Context: an optimization exercise on an open-source flow, tuned for small area and a short achievable clock period. The choices shown serve that exercise and are no tape-out recipe. At most, simulation tests tie the RTL to the original design; equivalence was not proved. For runs 2 and 3, only the layout was checked, not whether the RTL still works. Power is estimated from default activity; no workload was simulated.

**flow/config.mk**
```make
export PLATFORM = sky130hd
export DESIGN_NAME = spiMemory
export DESIGN_NICKNAME = spiMemory
export VERILOG_FILES = /design/flow/design.v
export SDC_FILE = /design/flow/constraint.sdc
export NUM_CORES = 4
export LEC_CHECK = 0
export CAP_MARGIN = 20
export CORE_MARGIN = 2
export CORE_UTILIZATION = 70
export CTS_BUF_LIST = sky130_fd_sc_hd__clkbuf_8
export CTS_CLUSTER_DIAMETER = 45
export CTS_CLUSTER_SIZE = 18
export SETUP_SLACK_MARGIN = 2.0
export SLEW_MARGIN = 20
```
**flow/constraint.sdc**
```tcl
create_clock -name core_clock -period 4.0 [get_ports {clk}]
set_input_delay 0.8000 -clock core_clock [delete_from_list [all_inputs] [get_ports {clk}]]
set_output_delay 0.8000 -clock core_clock [all_outputs]
set_load 0.01 [all_outputs]
```
**flow/design.v**
```verilog
package spiPkg;
    localparam int addrWidth = 7;
    localparam int dataWidth = 8;
    localparam int memDepth = 128;
    localparam int debounceCycles = 3;
    localparam int debounceWidth = $clog2(debounceCycles);
    localparam int rawPinCount = 3;
    localparam logic [rawPinCount-1:0] rawPinsIdle = 3'b010;
    localparam int stateWidth = 3;
    localparam logic [stateWidth-1:0] stateIdle = 3'd0;
    localparam logic [stateWidth-1:0] stateAddressLoad = 3'd1;
    localparam logic [stateWidth-1:0] stateBranch = 3'd2;
    localparam logic [stateWidth-1:0] stateDataLoad = 3'd3;
    localparam logic [stateWidth-1:0] stateRead = 3'd4;
    localparam logic [stateWidth-1:0] stateWrite = 3'd5;
    localparam logic [stateWidth-1:0] stateWriteCommit = 3'd6;
    typedef struct packed {
        logic sclkRise;
        logic sclkFall;
        logic csN;
        logic mosi;
    } spiPins;
    typedef struct packed {
        logic addrLoad;     
        logic lastAddrBit;  
        logic addrLatch;    
        logic shiftLoad;    
        logic memWrite;     
    } ctrlStrobes;
endpackage
`timescale 1ns/100ps
import spiPkg::*;
module inputConditioner
(
    input  logic   clk,
    input  logic   reset,
    input  logic   sclk,
    input  logic   csN,
    input  logic   mosi,
    output spiPkg::spiPins pins
);
    logic [rawPinCount-1:0] rawPins;
    logic [rawPinCount-1:0] syncStage1;
    logic [rawPinCount-1:0] syncStage2;
    logic [rawPinCount-1:0] history1;
    logic [rawPinCount-1:0] history2;
    logic [rawPinCount-1:0] stablePins;
    logic                   sclkPrev;
    assign rawPins = {mosi, csN, sclk};
    always_ff @(posedge clk) begin
        if (reset) begin
            syncStage1 <= rawPinsIdle;
            syncStage2 <= rawPinsIdle;
            history1 <= rawPinsIdle;
            history2 <= rawPinsIdle;
        end else begin
            syncStage1 <= rawPins;
            syncStage2 <= syncStage1;
            history1 <= syncStage2;
            history2 <= history1;
        end
    end
    always_ff @(posedge clk) begin
        if (reset) begin
            stablePins <= rawPinsIdle;
        end else begin
            stablePins <= (syncStage2 & history1 & history2) |
                          (stablePins & (syncStage2 | history1 | history2));
        end
    end
    always_ff @(posedge clk) begin
        if (reset) begin
            sclkPrev <= 1'b0;
        end else begin
            sclkPrev <= stablePins[0];
        end
    end
    assign pins.sclkRise = stablePins[0] & ~sclkPrev;
    assign pins.sclkFall = ~stablePins[0] & sclkPrev;
    assign pins.csN = stablePins[1];
    assign pins.mosi = stablePins[2];
endmodule
`timescale 1ns/100ps
import spiPkg::*;
module shiftRegister
(
    input  logic                 clk,
    input  logic                 reset,
    input  spiPkg::spiPins               pins,
    input  spiPkg::ctrlStrobes           strobes,
    input  logic [dataWidth-1:0] parallelIn,
    output logic [dataWidth-1:0] parallelOut,
    output logic                 miso
);
    logic [dataWidth-1:0] shiftReg;
    always_ff @(posedge clk) begin
        if (reset) begin
            shiftReg <= '0;
        end else if (strobes.shiftLoad) begin
            shiftReg <= parallelIn;
        end else if (pins.sclkRise) begin
            shiftReg <= {shiftReg[dataWidth-2:0], pins.mosi};
        end
    end
    always_ff @(posedge clk) begin
        if (reset) begin
            miso <= 1'b0;
        end else if (pins.sclkFall) begin
            miso <= shiftReg[dataWidth-1];
        end
    end
    assign parallelOut = shiftReg;
endmodule
`timescale 1ns/100ps
import spiPkg::*;
module spiController
(
    input  logic       clk,
    input  logic       reset,
    input  spiPkg::spiPins     pins,
    input  logic       rwBit,
    output spiPkg::ctrlStrobes strobes,
    output logic       misoEnable
);
    logic [stateWidth-1:0] state;
    logic [2:0]            bitCount;
    always_ff @(posedge clk) begin
        if (reset || pins.csN) begin
            state <= stateIdle;
            bitCount <= '0;
            misoEnable <= 1'b0;
        end else begin
            case (state)
                stateIdle, stateWriteCommit: begin
                    state <= stateAddressLoad;
                    bitCount <= '0;
                end
                stateAddressLoad: begin
                    if (pins.sclkRise) begin
                        bitCount <= bitCount + 1'b1;
                        if (bitCount == 3'd7) begin
                            state <= stateBranch;
                        end
                    end
                end
                stateBranch: begin
                    state <= rwBit ? stateDataLoad : stateWrite;
                end
                stateDataLoad: begin
                    state <= stateRead;
                end
                stateRead: begin
                    if (pins.sclkFall) begin
                        if (!misoEnable) begin
                            misoEnable <= 1'b1;
                        end else begin
                            bitCount <= bitCount + 1'b1;
                            if (bitCount == 3'd7) begin
                                misoEnable <= 1'b0;
                                state <= stateIdle;
                            end
                        end
                    end
                end
                stateWrite: begin
                    if (pins.sclkRise) begin
                        bitCount <= bitCount + 1'b1;
                        if (bitCount == 3'd7) begin
                            state <= stateWriteCommit;
                        end
                    end
                end
                default: begin
                    state <= stateIdle;
                    bitCount <= '0;
                    misoEnable <= 1'b0;
                end
            endcase
        end
    end
    assign strobes.addrLoad = (state == stateAddressLoad);
    assign strobes.lastAddrBit = (bitCount == 3'd7);
    assign strobes.addrLatch = (state == stateBranch);
    assign strobes.shiftLoad = (state == stateDataLoad);
    assign strobes.memWrite = (state == stateWriteCommit);
endmodule
`timescale 1ns/100ps
import spiPkg::*;
module dataMemory
(
    input  logic                 clk,
    input  spiPkg::spiPins       pins,
    input  spiPkg::ctrlStrobes   strobes,
    input  logic [dataWidth-1:0] busIn,
    output logic [dataWidth-1:0] readData
);
    logic [dataWidth-1:0] mem [memDepth];
    logic [addrWidth-1:0] addrReg;
    always_ff @(posedge clk) begin
        if (strobes.addrLatch) begin
            addrReg <= busIn[dataWidth-1 -: addrWidth];
        end
        if (strobes.memWrite) begin
            mem[addrReg] <= busIn;
        end
    end
    assign readData = mem[addrReg];
endmodule
`timescale 1ns/100ps
import spiPkg::*;
module spiMemory
(
    input  logic clk,
    input  logic reset,
    input  logic sclk,
    input  logic csN,
    input  logic mosi,
    output logic miso,
    output logic misoEnable
);
    spiPkg::spiPins       pins;
    spiPkg::ctrlStrobes   strobes;
    logic [dataWidth-1:0] parallelOut;
    logic [dataWidth-1:0] readData;
    logic                 rwBit;
    inputConditioner i_inputConditioner (
        .clk   (clk),
        .reset (reset),
        .sclk  (sclk),
        .csN   (csN),
        .mosi  (mosi),
        .pins  (pins)
    );
    assign rwBit = parallelOut[0];
    spiController i_spiController (
        .clk        (clk),
        .reset      (reset),
        .pins       (pins),
        .rwBit      (rwBit),
        .strobes    (strobes),
        .misoEnable (misoEnable)
    );
    shiftRegister i_shiftRegister (
        .clk         (clk),
        .reset       (reset),
        .pins        (pins),
        .strobes     (strobes),
        .parallelIn  (readData),
        .parallelOut (parallelOut),
        .miso        (miso)
    );
    dataMemory i_dataMemory (
        .clk      (clk),
        .pins     (pins),
        .strobes  (strobes),
        .busIn    (parallelOut),
        .readData (readData)
    );
endmodule
```
**flow/run.sh**
```bash
#!/bin/bash
# synth_recipe.tcl (not shown) runs the flow's synth.tcl, then flattens the netlist and writes it again
# the make line also repeats each setting of config.mk as NAME=value (left out here)
make -C /OpenROAD-flow-scripts/flow DESIGN_CONFIG=/design/flow/config.mk WORK_HOME=/design/flow/orfs CLKGATE_MAP_FILE= SYNTH_SCRIPT=/design/flow/synth_recipe.tcl finish
```
==> metrics.csv, run 1 <==
metric,value,unit
viasPerCell,6.90,
final_nets,2469,
tritoncts_num_sinks,1070,
arrival,3.10,ns
htreeDepth,3,
worstPathRequired,4.66,ns
timing.final.hold_violations,0,
dr_total_vias,23100,
ys_types,58,
num_rows,90,
status,timing/DRC/antenna clean,
p_switching,4.48,mW
syn_to_final_growth,16.2,%
gp_congestion,0.947,
final_cell_mix,"edfxtp_1 (1031), mux2i_1 (203), buf_4 (160)",
syn-num-nets,2245,
async_flop_share,0,%
drive_above_1_share,32.5,%
num-fill-cells,2832,
p_comb_share,0.1,%
hold_path.class,flip-flop to flip-flop,
tns,0,ns
sw_frac_of_total,22.3,%
clkTransAtPathRegs,0.08,ns
first_global_vias,22400,
critical_path.slowest_cell,dfxtp_4,
die_h,250,microns
io-pin-count,7,
max_freq,409,MHz
ant_nets,0,
grt_first_pass_wirelength,153,mm
initial_core_util,70.4,%
hpwlAfterDp,62.9,mm
min_period,2.44,ns
final_common_cell,edfxtp_1,
grt_antenna_before_repair,1,
intPower,15.6,mW
fin_worst_skew,0.0392,ns
syn-cell-area,42300,sq um
synth_ff_type,edfxtp_1,
first_iter_violations,2890,
yosys_warnings,4,
wl_per_cell,31.5,microns
dieArea,62400,sq um
setup_viol,0,
core,60000,sq um
cp_max_fo,12,
track_usage,34.1,%
dr.pass1.iters,8,
synth_seq_cells,1070,
cts_buffer_depth,3,
finalMaxSlewViolations,0,
gr-total-overflow,0,
seq_power_share,60.0,%
dieWidth,250,microns
critical_path_class,flip-flop to flip-flop,
power.share.clock,39.9,%
yosysSeqAreaShare,75.1,%
drc,0,
cts_buffers,114,
critical_path.top_delay_family,buffers and inverters,
cts_tree,yes,
dp_worst_setup_slack,0.806,ns
numPortBuffers,6,
cp-end-kind,flip-flop,
ir_drop,0.487,mV
path_buf_inv,5,
synth_edf_count,1031,
syn_area_per_cell,18.9,sq um
relSlewSlack,17.7,%
grt_max_degree,97,
rsz0062_at_grt,true,
p_leak,14.9,nW
tightest_slew,1.23,ns
p_per_area,409,nW/um^2
critical-path-max-stage-delay,0.38,ns
reg2reg_slack,1.56,ns
period_share,61.1,%
cts-root-buf,clkbuf_8,
max_cap_viol_count,0,
cp_cell_sequence,buf_12 > buf_16 > buf_12 > buf_16 > mux2i_1 > o22ai_2 > buf_4 > nor3_2 > nor2_2 > nand4_1 > o32ai_2,
wirelength,105,mm
cp-start-kind,flip-flop,
worstSkewPairLatency,0.77,ns
syn_inst,2238,
worst_slack,1.56,ns
[worst register-to-register path: stages, from the launching register on]
cell and delay (ns):
dfxtp_4 0.38, buf_12 0.16, buf_16 0.17, buf_12 0.14, buf_16 0.15, mux2i_1 0.15
o22ai_2 0.27, buf_4 0.17, nor3_2 0.03, nor2_2 0.18, nand4_1 0.23, o32ai_2 0.29
[Yosys cell counts, types with 15 or more instances]
library cell | instances | area share (%)
edfxtp_1 | 1031 | 73
clkbuf_1 | 52 | 0.46
dfxtp_1 | 39 | 1.8
nor2_1 | 183 | 1.6
nor2b_1 | 19 | 0.28
nand2_1 | 62 | 0.55
mux2i_1 | 216 | 5.1
mux4_1 | 37 | 2.3
a22oi_1 | 38 | 0.67
a21oi_1 | 61 | 0.72
mux4_2 | 122 | 6.5
nor3_1 | 52 | 0.62
buf_4 | 20 | 0.36
nand4_1 | 15 | 0.22
o22ai_1 | 64 | 0.95
nand3_1 | 26 | 0.31
[power by group through the flow]
| stage | Clock [mW] | Combinational (mW) | Sequential (mW) |
|---|---|---|---|
| floorplan | 0 | 0.00672 | 12.3 |
| finish | 8.03 | 0.0139 | 12.1 |
| detailed placement | 0 | 0.0132 | 12.3 |
| global placement | 0 | 0.0131 | 12.3 |
| CTS | 8.07 | 0.0134 | 12.1 |
| global route | 8.50 | 0.0151 | 12.1 |
[final timing paths]
check,from,end,cells after the start
hold / removal,i_inputConditioner.syncStage1[1],i_inputConditioner.syncStage2[1],1
hold reg to reg,i_inputConditioner.syncStage1[1],i_inputConditioner.syncStage2[1],1
setup / recovery,flip-flop,i_shiftRegister.shiftReg[4],11
setup reg to reg,flip-flop,i_shiftRegister.shiftReg[4],11
[layout make-up]
class / instances / area [sq um] / share of cell area [%]
Inverter: 3 / 12.5 / 0.0255
Clock inverter: 99 / 1110 / 2.26
Multi-Input combinational cell: 1046 / 11200 / 22.8
Antenna cell: 1 / 2.50 / 0.00509
Clock buffer: 115 / 1580 / 3.22
Sequential cell: 1070 / 31800 / 64.7
Tap cell: 782 / 978 / 1.99
Timing Repair Buffer: 227 / 2470 / 5.03
[metal layers]
layer | routed length [microns] | GRT usage (%)
met4 | 4270 | 12.3
met3 | 11600 | 6.78
met1 | 39000 | 49.6
met2 | 50600 | 52.8
met5 | 0 | 0
[flip-flops by register name, indices dropped and copies added (netlist names), 3 cells and up, named ones only]
name / cells
i_dataMemory.mem: 1024
i_inputConditioner.stablePins: 3
i_inputConditioner.history1: 3
i_inputConditioner.history2: 3
i_dataMemory.addrReg: 7
i_spiController.state: 3
i_spiController.bitCount: 3
i_inputConditioner.syncStage1: 3
i_inputConditioner.syncStage2: 3
i_shiftRegister.shiftReg: 8
[kinds of logic (layout without fill, tap and decap cells)]
family | count (synthesis) | in the layout | synth area share [%]
AO/OA/AOI/OAI | 252 | 252 | 4.12
multiplexers | 389 | 389 | 14.3
flip-flops | 1070 | 1070 | 75.1
other | 0 | 1 | 0
buffers and inverters | 123 | 444 | 2.09
AND/OR/NAND/NOR | 402 | 403 | 4.36
adder cells (fa/ha/maj) | 2 | 2 | 0.0592
[through the flow]
stage          area [sq um]  instances  hold slack, ns  util [%]  power (mW)
6_report              49100       3343           0.409      81.9        20.1
5_1_grt               49100       3343           0.447      81.9        20.6
4_1_cts               48300       3293           0.413      80.4        20.1
3_5_place_dp          43500       3023           0.396      72.5        12.3
3_3_place_gp          43500       3023           0.396      72.5        12.3
2_1_floorplan         42300       2238           0.389         -        12.3
[what timing repair did]
action / 4_1_cts / 5_1_grt
endpoints found under the hold margin: 0 / 0
setup buffers: 48 / 47
resized for setup: 343 / 79
pin swaps: 36 / 31
endpoints found under the setup margin: 1034 / 674
hold buffers: 0 / 0
gates cloned: 8 / 1
==> run 2, diff against run 1 <==
--- a/flow/design.v
+++ b/flow/design.v
@@ -195,16 +195,41 @@
     output logic [dataWidth-1:0] readData
 );
     logic [dataWidth-1:0] mem [memDepth];
-    logic [addrWidth-1:0] addrReg;
+    logic [addrWidth-1:0] busAddr;
+    logic [3:0]           selLow;
+    logic [3:0]           selMid;
+    logic [7:0]           selHigh;
+    logic [memDepth-1:0]  rowSelect;
+    assign busAddr = busIn[dataWidth-1 -: addrWidth];
     always_ff @(posedge clk) begin
         if (strobes.addrLatch) begin
-            addrReg <= busIn[dataWidth-1 -: addrWidth];
-        end
-        if (strobes.memWrite) begin
-            mem[addrReg] <= busIn;
-        end
-    end
-    assign readData = mem[addrReg];
+            for (int i = 0; i < 4; i++) begin
+                selLow[i] <= (busAddr[1:0] == 2'(i));
+                selMid[i] <= (busAddr[3:2] == 2'(i));
+            end
+            for (int i = 0; i < 8; i++) begin
+                selHigh[i] <= (busAddr[6:4] == 3'(i));
+            end
+        end
+    end
+    always_comb begin
+        for (int r = 0; r < memDepth; r++) begin
+            rowSelect[r] = selHigh[r / 16] & selMid[(r / 4) % 4] & selLow[r % 4];
+        end
+    end
+    always_ff @(posedge clk) begin
+        for (int r = 0; r < memDepth; r++) begin
+            if (strobes.memWrite && rowSelect[r]) begin
+                mem[r] <= busIn;
+            end
+        end
+    end
+    always_comb begin
+        readData = '0;
+        for (int r = 0; r < memDepth; r++) begin
+            readData |= mem[r] & {dataWidth{rowSelect[r]}};
+        end
+    end
 endmodule
 `timescale 1ns/100ps
 import spiPkg::*;
==> run 2 against run 1 <==
  * The flow now stops in 5_1_grt
  * Synthesized cell count rose by 5.0%
  * Synthesized area fell by 4.3%
==> metrics.csv, run 2 <==
metric,value,unit
gp_congestion,1.18,
htreeDepth,3,
status,stopped before the end,
die_h,244,microns
yosysTopAreaCell,edfxtp_1,
netlist_top_cells_area,"edfxtp_1 (77%), a22oi_1 (4.3%), a22o_1 (2.4%)",
cts_buffer_depth,3,
grt_max_degree,83,
synth_ff_type,edfxtp_1,
haltStage,5_1_grt,
syn_inst,2351,
track_usage,68.2,%
async_flop_share,0,%
error,[ERROR GRT-0232] Routing congestion too high. Check the congestion heatmap in the GUI.,
dieWidth,244,microns
synth_edf_count,1040,
gr-total-overflow,1,
yosys_warnings,5,
io-pin-count,7,
yosysTopAreaCellShare,77.2,%
hold_buffers,0,
yosysSeqAreaShare,78.8,%
yosysMostFrequentCell,edfxtp_1,
hpwlAfterDp,121,mm
numPortBuffers,6,
dpl_cell_area,42400,sq um
initial_core_util,70.5,%
syn_area_per_cell,17.2,sq um
ys_types,52,
syn-cell-area,40400,sq um
tritoncts_num_sinks,1072,
cts-root-buf,clkbuf_8,
num_rows,88,
cts_buffers,103,
synth_seq_cells,1072,
syn-num-nets,2358,
dp_worst_setup_slack,0.181,ns
synth_top_cells_by_count,"edfxtp_1 (1040), a22oi_1 (232), clkbuf_1 (136)",
[run 2: worst max-delay path by stage]
stage               depth (start not counted)                   start                     endpoint
detailed placement                          7  i_dataMemory.selMid[0]  i_shiftRegister.shiftReg[3]
global placement                            7  i_dataMemory.selMid[0]  i_shiftRegister.shiftReg[3]
CTS                                         7  i_dataMemory.selMid[3]  i_shiftRegister.shiftReg[3]
floorplan                                   9  i_dataMemory.selLow[2]  i_shiftRegister.shiftReg[7]
[run 2: cell families after synthesis]
group                      after synthesis  synth area share [%]
DFF                                   1072                  78.8
AOI/OAI and AO/OA                      565                  11.2
and+or+nand+nor                        497                  7.27
buffers and inverters                  210                  2.51
muxes                                    5                 0.124
adders and majority gates                2                0.0619
[run 2: per-stage QoR]
| stage | hold slack, ns | power (mW) | cells |
|---|---|---|---|
| global placement | 0.395 | 12.4 | 3126 |
| floorplan | 0.389 | 12.4 | 2351 |
| detailed placement | 0.395 | 12.4 | 3129 |
| CTS | 0.418 | 19.4 | 3463 |
[run 2: repair_timing]
action	in CTS
setup endpoints to repair	1032
pin swaps	85
cloned	11
setup buffers	127
resized for setup	489
[run 2: routing by layer]
metal	GRT overflow	track usage, %
met5	0	31.0
met4	0	59.8
met3	0	54.6
met2	1	82.4
met1	0	72.0
[run 2: power by group through the flow]
| stage | logic [mW] | clock network, mW | registers (mW) |
|---|---|---|---|
| after global placement | 0.0112 | 0 | 12.4 |
| after CTS | 0.0120 | 7.24 | 12.1 |
| after floorplan | 0.00544 | 0 | 12.4 |
| after detailed placement | 0.0118 | 0 | 12.4 |
==> run 3, diff against run 2 <==
--- a/flow/config.mk
+++ b/flow/config.mk
@@ -7,7 +7,7 @@
 export LEC_CHECK = 0
 export CAP_MARGIN = 20
 export CORE_MARGIN = 2
-export CORE_UTILIZATION = 70
+export CORE_UTILIZATION = 50
 export CTS_BUF_LIST = sky130_fd_sc_hd__clkbuf_8
 export CTS_CLUSTER_DIAMETER = 45
 export CTS_CLUSTER_SIZE = 18
==> run 3 against run 2 <==
  * Now clean on timing, DRC and antenna
  * Synthesized area is the same
  * Synthesized cell count is the same
==> metrics.csv, run 3 <==
metric,value,unit
yosysMostFrequentCell,edfxtp_1,
timing.final.hold_violations,0,
final_cell_mix,"edfxtp_1 (1040), buf_4 (342), a22oi_1 (186)",
dr_total_vias,31700,
worstSkewPairLatency,0.85,ns
ant_nets,0,
wirelength,226,mm
relSlewSlack,13.2,%
dr.pass1.iters,7,
tightest_slew,1.30,ns
die_h,288,microns
final_common_cell,edfxtp_1,
fin_worst_skew,0.0410,ns
cts-root-buf,clkbuf_8,
tritoncts_num_sinks,1072,
yosysSeqAreaShare,78.8,%
tns,0,ns
worstPathRequired,4.71,ns
initial_core_util,50.4,%
core,80300,sq um
grt_antenna_before_repair,29,
p_leak,17.8,nW
syn_inst,2351,
dieArea,83200,sq um
multi_input_area,9660,sq um
synth_edf_count,1040,
hold_buffers,0,
hold_path.class,flip-flop to flip-flop,
finalMaxSlewViolations,0,
dp_worst_setup_slack,0.492,ns
gr-total-overflow,0,
first_global_vias,27900,
num-fill-cells,5679,
ys_types,52,
max_freq,321,MHz
numPortBuffers,6,
p_per_area,401,nW/um^2
top_regs,"i_dataMemory.mem (1024), i_dataMemory.selHigh (8), i_shiftRegister.shiftReg (8)",
viasPerCell,7.83,
yosysTopAreaCellShare,77.2,%
clkTransAtPathRegs,0.10,ns
status,timing/DRC/antenna clean,
htreeDepth,4,
first_iter_violations,7257,
track_usage,53.6,%
dieWidth,288,microns
async_flop_share,0,%
worst_slack,0.885,ns
yosys_warnings,5,
grt_first_pass_wirelength,282,mm
yosysTopAreaCell,edfxtp_1,
gp_congestion,1.07,
synth_top_cells_by_count,"edfxtp_1 (1040), a22oi_1 (232), clkbuf_1 (136)",
cp-end-kind,flip-flop,
drive_above_1_share,39.3,%
syn_to_final_growth,29.1,%
syn-num-nets,2358,
setup_viol,0,
netlist_top_cells_area,"edfxtp_1 (77%), a22oi_1 (4.3%), a22o_1 (2.4%)",
regArea,31900,sq um
rsz0062_at_grt,true,
arrival,3.83,ns
largest_reg_flops,1024,
grt_max_degree,75,
cts_buffer_depth,3,
critical_path_class,flip-flop to flip-flop,
max_cap_viol_count,0,
cts_buffers,135,
hpwlAfterDp,139,mm
cp-start-kind,flip-flop,
regMostFlops,i_dataMemory.mem,
synth_seq_cells,1072,
syn_area_per_cell,17.2,sq um
num_rows,104,
ir_drop,0.321,mV
drc,0,
wl_per_cell,55.9,microns
period_share,77.9,%
min_period,3.11,ns
cts_tree,yes,
synth_ff_type,edfxtp_1,
final_nets,2861,
cp_max_fo,16,
io-pin-count,7,
syn-cell-area,40400,sq um
-- run 3: logic make-up after synthesis --
| logic type | Yosys count | share of synthesized area [%] |
|---|---|---|
| buf+inv | 210 | 2.51 |
| simple gates | 497 | 7.27 |
| flops | 1072 | 78.8 |
| fa+ha+maj | 2 | 0.0619 |
| compound gates | 565 | 11.2 |
| mux | 5 | 0.124 |
-- run 3: layout make-up --
class	instances	share of cell area (%)
clock buffers	138	3.64
well taps	1060	2.54
multi-input cells	1071	18.5
diodes	20	0.0958
clock inverters	110	1.95
inverters	5	0.0431
repair buffers	569	12.1
flip-flops and latches	1072	61.1
-- run 3: worst max-delay path, stage by stage (launching register included) --
cell	delay (ns)
edfxtp_1	0.46
buf_4	0.27
a22oi_1	0.42
o22ai_1	0.21
buf_4	0.19
nor4_2	0.31
buf_4	0.23
nand4_1	0.31
nor4_4	0.37
buf_4	0.16
a21oi_1	0.06
-- run 3: stage by stage --
stage	area, sq um	total power [mW]	hold WS [ns]	cells	utilization [%]
6_report	52200	20.9	0.439	4045	65.0
5_1_grt	52200	21.3	0.453	4030	65.0
4_1_cts	50400	20.8	0.448	3933	62.8
3_5_place_dp	43800	12.4	0.435	3530	54.5
3_3_place_gp	43600	12.4	0.436	3522	54.3
2_1_floorplan	40800	12.4	0.389	2351	-
-- run 3: where the power goes --
part           switching, mW  total (mW)  leakage [nW]  internal, mW
Combinational        0.00804      0.0148          6.38       0.00671
Sequential           0.00196        12.1          9.89          12.1
Clock                   4.73        8.82          1.48          4.08
-- run 3: per-layer routing --
layer	GRT usage, %	routed length (microns)	vias up
met5	2.56	322	-
met4	43.6	25400	16
met3	30.6	43900	1098
met2	70.4	85800	4036
met1	63.4	70600	15700
li1	-	-	10800
-- run 3: final timing paths --
check                                   start                               end  slack [ns]  cells past startpoint
max                   i_dataMemory.selHigh[3]       i_shiftRegister.shiftReg[6]        0.89                     10
min          i_inputConditioner.syncStage1[1]  i_inputConditioner.syncStage2[1]        0.44                      1
max reg2reg           i_dataMemory.selHigh[3]       i_shiftRegister.shiftReg[6]        0.89                     10
min reg2reg  i_inputConditioner.syncStage1[1]  i_inputConditioner.syncStage2[1]        0.44                      1
-- run 3: repair_timing --
action / in CTS / in global routing
gates resized for setup: 530 / 214
hold endpoints to repair: 0 / 0
pin swaps: 69 / 54
buffers inserted: 134 / 86
setup endpoints to repair: 1037 / 621
cloned: 21 / 6

port drivers added, routing unchanged:
No port has a modelled driver above. Below, the same layouts with a new extraction and two added sets of constraints.
Step 1 sets driving cells, clkbuf_16 on the clock port and buf_2 on the other inputs (assumed; they add their load-dependent delay and slew).
Step 2 adds t to the input delays and takes it off the output delays; t is the mean of the earliest and latest rising clock arrival at the registers after step 1. Input paths then give back, and output paths get back, about the clock's delay inside the block.
a / b / c = ideal ports / drivers / drivers and shift; a / b = the first two.
| run | t (ns) | slack for setup (ns) | worst setup path after step 2 | worst register clock-pin slew, ns |
|---|---|---|---|---|
| run 1 | 0.815 | 1.557 / 1.557 / 1.101 | input to register | 0.11 / 0.11 |
| run 3 | 0.899 | 0.885 / 0.885 / 0.885 | register to register | 0.11 / 0.11 |
After both steps setup and hold are still met in every run listed. The setup slack of run 1, which loses most, moves by 0.000 ns with the drivers and by -0.456 ns with both steps.
